This design comes from an exercise in tuning for small area on the open sky130 flow, not from production work.
Only simulation tests tie the RTL to the original design; equivalence was not proved.
Power figures rest on the tool's default switching activity, not on a simulated workload.

== the reference run ==
## game_top
module game_top
#(
    parameter int STEP_DIV    = 50,
    parameter int SHIMMER_DIV = 1500
) (
    input  logic        clk,
    input  logic        rst,
    input  logic        bright,
    input  logic        btn_left,
    input  logic        btn_right,
    input  logic        btn_jump,
    input  logic        map_sel,
    input  logic [9:0] h_count,
    input  logic [9:0] v_count,
    output logic [11:0] rgb,
    output logic [15:0] score
);
Settings: LEC_CHECK=0, CAP_MARGIN=20, CORE_MARGIN=2, CORE_UTILIZATION=40, CTS_BUF_LIST=sky130_fd_sc_hd__clkbuf_8, SLEW_MARGIN=20; clock period 10.0 ns.
standard.sh (not shown) runs the stock make flow with config.mk's settings and CLKGATE_MAP_FILE= SYNTH_SCRIPT=/design/flow/synth_recipe.tcl, a recipe that flattens the netlist after the stock synthesis.
==> flow/flow/run.sh <==
#!/bin/bash
# layout flow: the standard synthesis, then its combinational logic re-mapped for area
# by ABC (registers untouched), then the standard layout from floorplan to finish
set -euo pipefail
W=$(pwd)
R=$W/orfs/results/$FLOW_PLATFORM/game_top/base
bash standard.sh synth > $W/1_standard_synth.log 2>&1
cp $R/1_2_yosys.v $W/1_2_yosys_standard.v
YOSYS=$(command -v yosys || echo $FLOW_HOME/../tools/install/yosys/bin/yosys)
export POST_LIB=$FLOW_HOME/platforms/$FLOW_PLATFORM/lib/sky130_fd_sc_hd__tt_025C_1v80.lib
export POST_IN=$W/1_2_yosys_standard.v
export POST_OUT=$W/1_2_yosys_post.v
export POST_ABC=$W/flow/post.abc
export POST_DONT_USE="$(cat $W/flow/dont_use.txt)"
$YOSYS -c $W/flow/post.tcl > $W/2_post_synth.log 2>&1
$YOSYS -c $W/flow/check.tcl > $W/2_post_check.log 2>&1
sleep 1
cp $POST_OUT $R/1_2_yosys.v
rm -f $R/1_synth.odb $R/1_synth.sdc
# every port still gets its buffer, the smallest buffer cell of the library
export BUFFER_PORTS_ARGS="-buffer_cell sky130_fd_sc_hd__buf_1"
bash standard.sh > $W/3_standard_finish.log 2>&1
==> flow/flow/check.tcl <==
# the re-mapped netlist must read back as cells of the library only
yosys read_liberty -lib $::env(POST_LIB)
yosys read_verilog $::env(POST_OUT)
yosys hierarchy -check -top $::env(FLOW_TOP)
yosys check -assert -mapped
yosys stat -liberty $::env(POST_LIB)
==> flow/flow/post.abc <==
strash
&get -n
&st
&deepsyn -T 60
&dch -f
&nf -a
&put
==> flow/flow/post.tcl <==
# re-map the combinational logic of the standard synthesis netlist for area
# registers and tie cells stay as they are, with their instance and net names
set lib $::env(POST_LIB)
yosys read_liberty -ignore_miss_func $lib
yosys blackbox *__df* *__edf* *__sdf* *__dl* *__conb_1
yosys read_verilog $::env(POST_IN)
yosys hierarchy -top $::env(FLOW_TOP)
yosys flatten
# the wires flatten named after cell pins give way to the netlist's own names
yosys rename -hide w:_*
yosys opt_clean -purge
yosys stat -liberty $lib
yosys abc -script $::env(POST_ABC) -liberty $lib {*}$::env(POST_DONT_USE)
yosys hilomap -singleton -hicell sky130_fd_sc_hd__conb_1 HI -locell sky130_fd_sc_hd__conb_1 LO
yosys opt_clean -purge
yosys stat -liberty $lib

yosys write_verilog -noattr -nohex -nodec $::env(POST_OUT)
Other scripts of this flow, unchanged in this note and not shown: flow/flow/dont_use.txt
[inputs] the trial run vs the reference run
--- a/flow/flow/run.sh
+++ b/flow/flow/run.sh
@@ -1,5 +1,6 @@
 #!/bin/bash
 # layout flow: the standard synthesis, then its combinational logic re-mapped for area
-# by ABC (registers untouched), then the standard layout from floorplan to finish
+# by ABC (registers untouched, best of four seeds), then the standard layout from
+# floorplan to finish
 set -euo pipefail
 W=$(pwd)
@@ -10,8 +11,22 @@
 export POST_LIB=$FLOW_HOME/platforms/$FLOW_PLATFORM/lib/sky130_fd_sc_hd__tt_025C_1v80.lib
 export POST_IN=$W/1_2_yosys_standard.v
-export POST_OUT=$W/1_2_yosys_post.v
-export POST_ABC=$W/flow/post.abc
 export POST_DONT_USE="$(cat $W/flow/dont_use.txt)"
-$YOSYS -c $W/flow/post.tcl > $W/2_post_synth.log 2>&1
+for s in 0 1 2 3; do
+  sed "s/SEED/$s/" $W/flow/post.abc.in > $W/post_$s.abc
+  POST_ABC=$W/post_$s.abc POST_OUT=$W/1_2_yosys_post_$s.v \
+    $YOSYS -c $W/flow/post.tcl > $W/2_post_synth_$s.log 2>&1 &
+done
+wait
+best=""; best_area=""
+for s in 0 1 2 3; do
+  a=$(grep "Chip area" $W/2_post_synth_$s.log | tail -1 | awk '{print $NF}')
+  if [[ -n "$a" && -s $W/1_2_yosys_post_$s.v ]]; then
+    if [[ -z "$best" ]] || awk -v a="$a" -v b="$best_area" 'BEGIN{exit !(a < b)}'; then
+      best=$s; best_area=$a
+    fi
+  fi
+done
+echo "post synthesis: seed $best, area $best_area" > $W/2_post_choice.log
+export POST_OUT=$W/1_2_yosys_post_$best.v
 $YOSYS -c $W/flow/check.tcl > $W/2_post_check.log 2>&1
 sleep 1
==> flow/flow/post.abc.in (new file) <==
strash
&get -n
&st
&deepsyn -T 60 -S SEED
&put
dch -f
amap -F 100 -A 100
topo
removed: flow/flow/post.abc
## What came out
[diff] post-synth design cell area, the trial run relative to the reference run: improvement. In the metrics for the trial run and the reference run, the one carrying the lower cell area is the reference run. Net switching power figure, the trial run and the reference run, higher one = the trial run. First-iteration DRC count sits lower in the trial run than in the reference run. The trial run: via count of the first global-routing pass 6.6% above the reference run. Compared with the reference run, the trial run shows a switching portion of total power that is 1.7 points lower.

Another version of the RTL of game_top (not shown whole).
Size in the first run: about 5200 sq um of cells after synthesis.
==> flow/design.v (excerpt) <==
module game_top
#(
    parameter int STEP_DIV    = 50,
    parameter int SHIMMER_DIV = 1500
) (
    input  logic        clk,
    input  logic        rst,
    input  logic        bright,
    input  logic        btn_left,
    input  logic        btn_right,
    input  logic        btn_jump,
    input  logic        map_sel,
    input  logic [9:0] h_count,
    input  logic [9:0] v_count,
    output logic [11:0] rgb,
    output logic [15:0] score
);
clock: 10.0 ns
lec_check: 0
cap_margin: 20
core_margin: 2
core_utilization: 40
cts_buf_list: sky130_fd_sc_hd__clkbuf_8
slew_margin: 20
==> flow/flow/run.sh <==
#!/bin/bash
# layout flow: the standard synthesis, then its combinational logic re-mapped for area
# by ABC (registers untouched, best of four seeds), then the standard layout from
# floorplan to finish
set -euo pipefail
W=$(pwd)
R=$W/orfs/results/$FLOW_PLATFORM/game_top/base
bash standard.sh synth > $W/1_standard_synth.log 2>&1
cp $R/1_2_yosys.v $W/1_2_yosys_standard.v
YOSYS=$(command -v yosys || echo $FLOW_HOME/../tools/install/yosys/bin/yosys)
export POST_LIB=$FLOW_HOME/platforms/$FLOW_PLATFORM/lib/sky130_fd_sc_hd__tt_025C_1v80.lib
export POST_IN=$W/1_2_yosys_standard.v
export POST_DONT_USE="$(cat $W/flow/dont_use.txt)"
for s in 0 1 2 3; do
  sed "s/SEED/$s/" $W/flow/post.abc.in > $W/post_$s.abc
  POST_ABC=$W/post_$s.abc POST_OUT=$W/1_2_yosys_post_$s.v \
    $YOSYS -c $W/flow/post.tcl > $W/2_post_synth_$s.log 2>&1 &
done
wait
best=""; best_area=""
for s in 0 1 2 3; do
  a=$(grep "Chip area" $W/2_post_synth_$s.log | tail -1 | awk '{print $NF}')
  if [[ -n "$a" && -s $W/1_2_yosys_post_$s.v ]]; then
    if [[ -z "$best" ]] || awk -v a="$a" -v b="$best_area" 'BEGIN{exit !(a < b)}'; then
      best=$s; best_area=$a
    fi
  fi
done
echo "post synthesis: seed $best, area $best_area" > $W/2_post_choice.log
export POST_OUT=$W/1_2_yosys_post_$best.v
$YOSYS -c $W/flow/check.tcl > $W/2_post_check.log 2>&1
sleep 1
cp $POST_OUT $R/1_2_yosys.v
rm -f $R/1_synth.odb $R/1_synth.sdc
# every port still gets its buffer, the smallest buffer cell of the library
export BUFFER_PORTS_ARGS="-buffer_cell sky130_fd_sc_hd__buf_1"
bash standard.sh > $W/3_standard_finish.log 2>&1
==> flow/flow/post.abc.in <==
strash
&get -n
&st
&deepsyn -T 60 -S SEED
&put
dch -f
amap -F 100 -A 100
topo
Scripts as last shown in full above: flow/flow/check.tcl, flow/flow/post.tcl
Other scripts of this flow, unchanged in this note and not shown: flow/flow/dont_use.txt
Next try:
--- a/flow/flow/run.sh
+++ b/flow/flow/run.sh
@@ -1,5 +1,5 @@
 #!/bin/bash
 # layout flow: the standard synthesis, then its combinational logic re-mapped for area
-# by ABC (registers untouched, best of four seeds), then the standard layout from
+# by ABC (registers untouched, best of eight seeds), then the standard layout from
 # floorplan to finish
 set -euo pipefail
@@ -12,12 +12,15 @@
 export POST_IN=$W/1_2_yosys_standard.v
 export POST_DONT_USE="$(cat $W/flow/dont_use.txt)"
-for s in 0 1 2 3; do
-  sed "s/SEED/$s/" $W/flow/post.abc.in > $W/post_$s.abc
-  POST_ABC=$W/post_$s.abc POST_OUT=$W/1_2_yosys_post_$s.v \
-    $YOSYS -c $W/flow/post.tcl > $W/2_post_synth_$s.log 2>&1 &
+SEEDS="0 1 2 3 4 5 6 7"
+for batch in "0 1 2 3" "4 5 6 7"; do
+  for s in $batch; do
+    sed "s/SEED/$s/" $W/flow/post.abc.in > $W/post_$s.abc
+    POST_ABC=$W/post_$s.abc POST_OUT=$W/1_2_yosys_post_$s.v \
+      $YOSYS -c $W/flow/post.tcl > $W/2_post_synth_$s.log 2>&1 &
+  done
+  wait
 done
-wait
 best=""; best_area=""
-for s in 0 1 2 3; do
+for s in $SEEDS; do
   a=$(grep "Chip area" $W/2_post_synth_$s.log | tail -1 | awk '{print $NF}')
   if [[ -n "$a" && -s $W/1_2_yosys_post_$s.v ]]; then
==> flow/flow/post.abc.in (replaced) <==
strash
&get -n
&st
&deepsyn -T 90 -S SEED
&put
dch -f
amap -F 100 -A 100
topo
Effect: Cell count barely changes; via count is higher by about 1.3%; wire length rises by about 1.5%; first-iteration DRC count goes up by 18%; combinational power falls by about 9%; power went down by 3.9%.
Next try:
--- a/flow/config.mk
+++ b/flow/config.mk
@@ -9,4 +9,6 @@
 export CORE_MARGIN = 2
 export CORE_UTILIZATION = 40
-export CTS_BUF_LIST = sky130_fd_sc_hd__clkbuf_8
+export CTS_BUF_LIST = sky130_fd_sc_hd__clkbuf_16
+export CTS_CLUSTER_DIAMETER = 300
+export CTS_CLUSTER_SIZE = 40
 export SLEW_MARGIN = 20
After rerunning: Via count came out lower by 1.6%. Sequential share of layout area shrinks by 0.46 points. Power came out higher by 9.7%. Core utilization went up by 0.71 points. Worst setup slack got worse by 1100 ps. Design area increases by 1.5%. Wire length is lower by 1.6%. Area after synthesis stays flat.
Next try:
--- a/flow/flow/run.sh
+++ b/flow/flow/run.sh
@@ -38,3 +38,5 @@
 # every port still gets its buffer, the smallest buffer cell of the library
 export BUFFER_PORTS_ARGS="-buffer_cell sky130_fd_sc_hd__buf_1"
+# the clock tree without the dummy loads that only even out the loads of its leaves
+export CTS_ARGS="-sink_clustering_enable -repair_clock_nets -buf_list sky130_fd_sc_hd__clkbuf_8 -dont_use_dummy_load"
 bash standard.sh > $W/3_standard_finish.log 2>&1
==> flow/config.mk (replaced) <==
export PLATFORM = sky130hd
export DESIGN_NAME = game_top
export DESIGN_NICKNAME = game_top
export VERILOG_FILES = /design/flow/design.v
export SDC_FILE = /design/flow/constraint.sdc
export NUM_CORES = 4
export LEC_CHECK = 0
export CAP_MARGIN = 0
export CORE_MARGIN = 2
export CORE_UTILIZATION = 40
export CTS_BUF_LIST = sky130_fd_sc_hd__clkbuf_8
export GPL_TIMING_DRIVEN = 0
export SLEW_MARGIN = 0
After rerunning:
- The new run completed with no timing, DRC or antenna violations
- cell count shrinks by 1.9%
- cell area shrinks by 3.7%
- critical path depth grows by 2
- core utilization shrinks by 1.6 points
- power shrinks by 20%
- non-clock buffer count shrinks by 5
- worst setup slack degrades by 1100 ps
- clock-buffer cell count shrinks by 1

re-timing with driven ports:
No port has a modelled driver above. Below, the same layouts with a new extraction and two added sets of constraints. Step 1 (the two cells are an assumption about what drives the block):
set clk [get_ports {clk}]
set_driving_cell -lib_cell sky130_fd_sc_hd__clkbuf_16 $clk
set_driving_cell -lib_cell sky130_fd_sc_hd__buf_2 [delete_from_list [all_inputs] $clk]
Step 2 times the ports against the registers' clock, not the clock port: input delays grow and output delays shrink by t, the midpoint of the rising clock arrivals with the driver on. a / b / c = ideal / step 1 / step 2; a / b = the first two.
| run | t, ns | setup slack, ns | cell pins on the clock port's net |
|---|---|---|---|
| the reference run | 0.402 | 3.930 / 3.945 / 3.544 | 1 |
| the trial run | 0.401 | 4.142 / 4.158 / 3.756 | 1 |
| the first run of note 2 | 0.404 | 3.801 / 3.816 / 3.412 | 1 |
| the second run of note 2 | 0.396 | 3.438 / 3.452 / 3.056 | 1 |
| the third run of note 2 | 0.384 | 2.349 / 2.365 / 1.982 | 1 |
| the fourth run of note 2 | 0.394 | 1.290 / 1.302 / 0.908 | 1 |
After both steps every run listed still meets setup and hold. The setup slack of the first run of note 2, which loses most, moves by +0.015 ns with the drivers and by -0.389 ns with both steps.
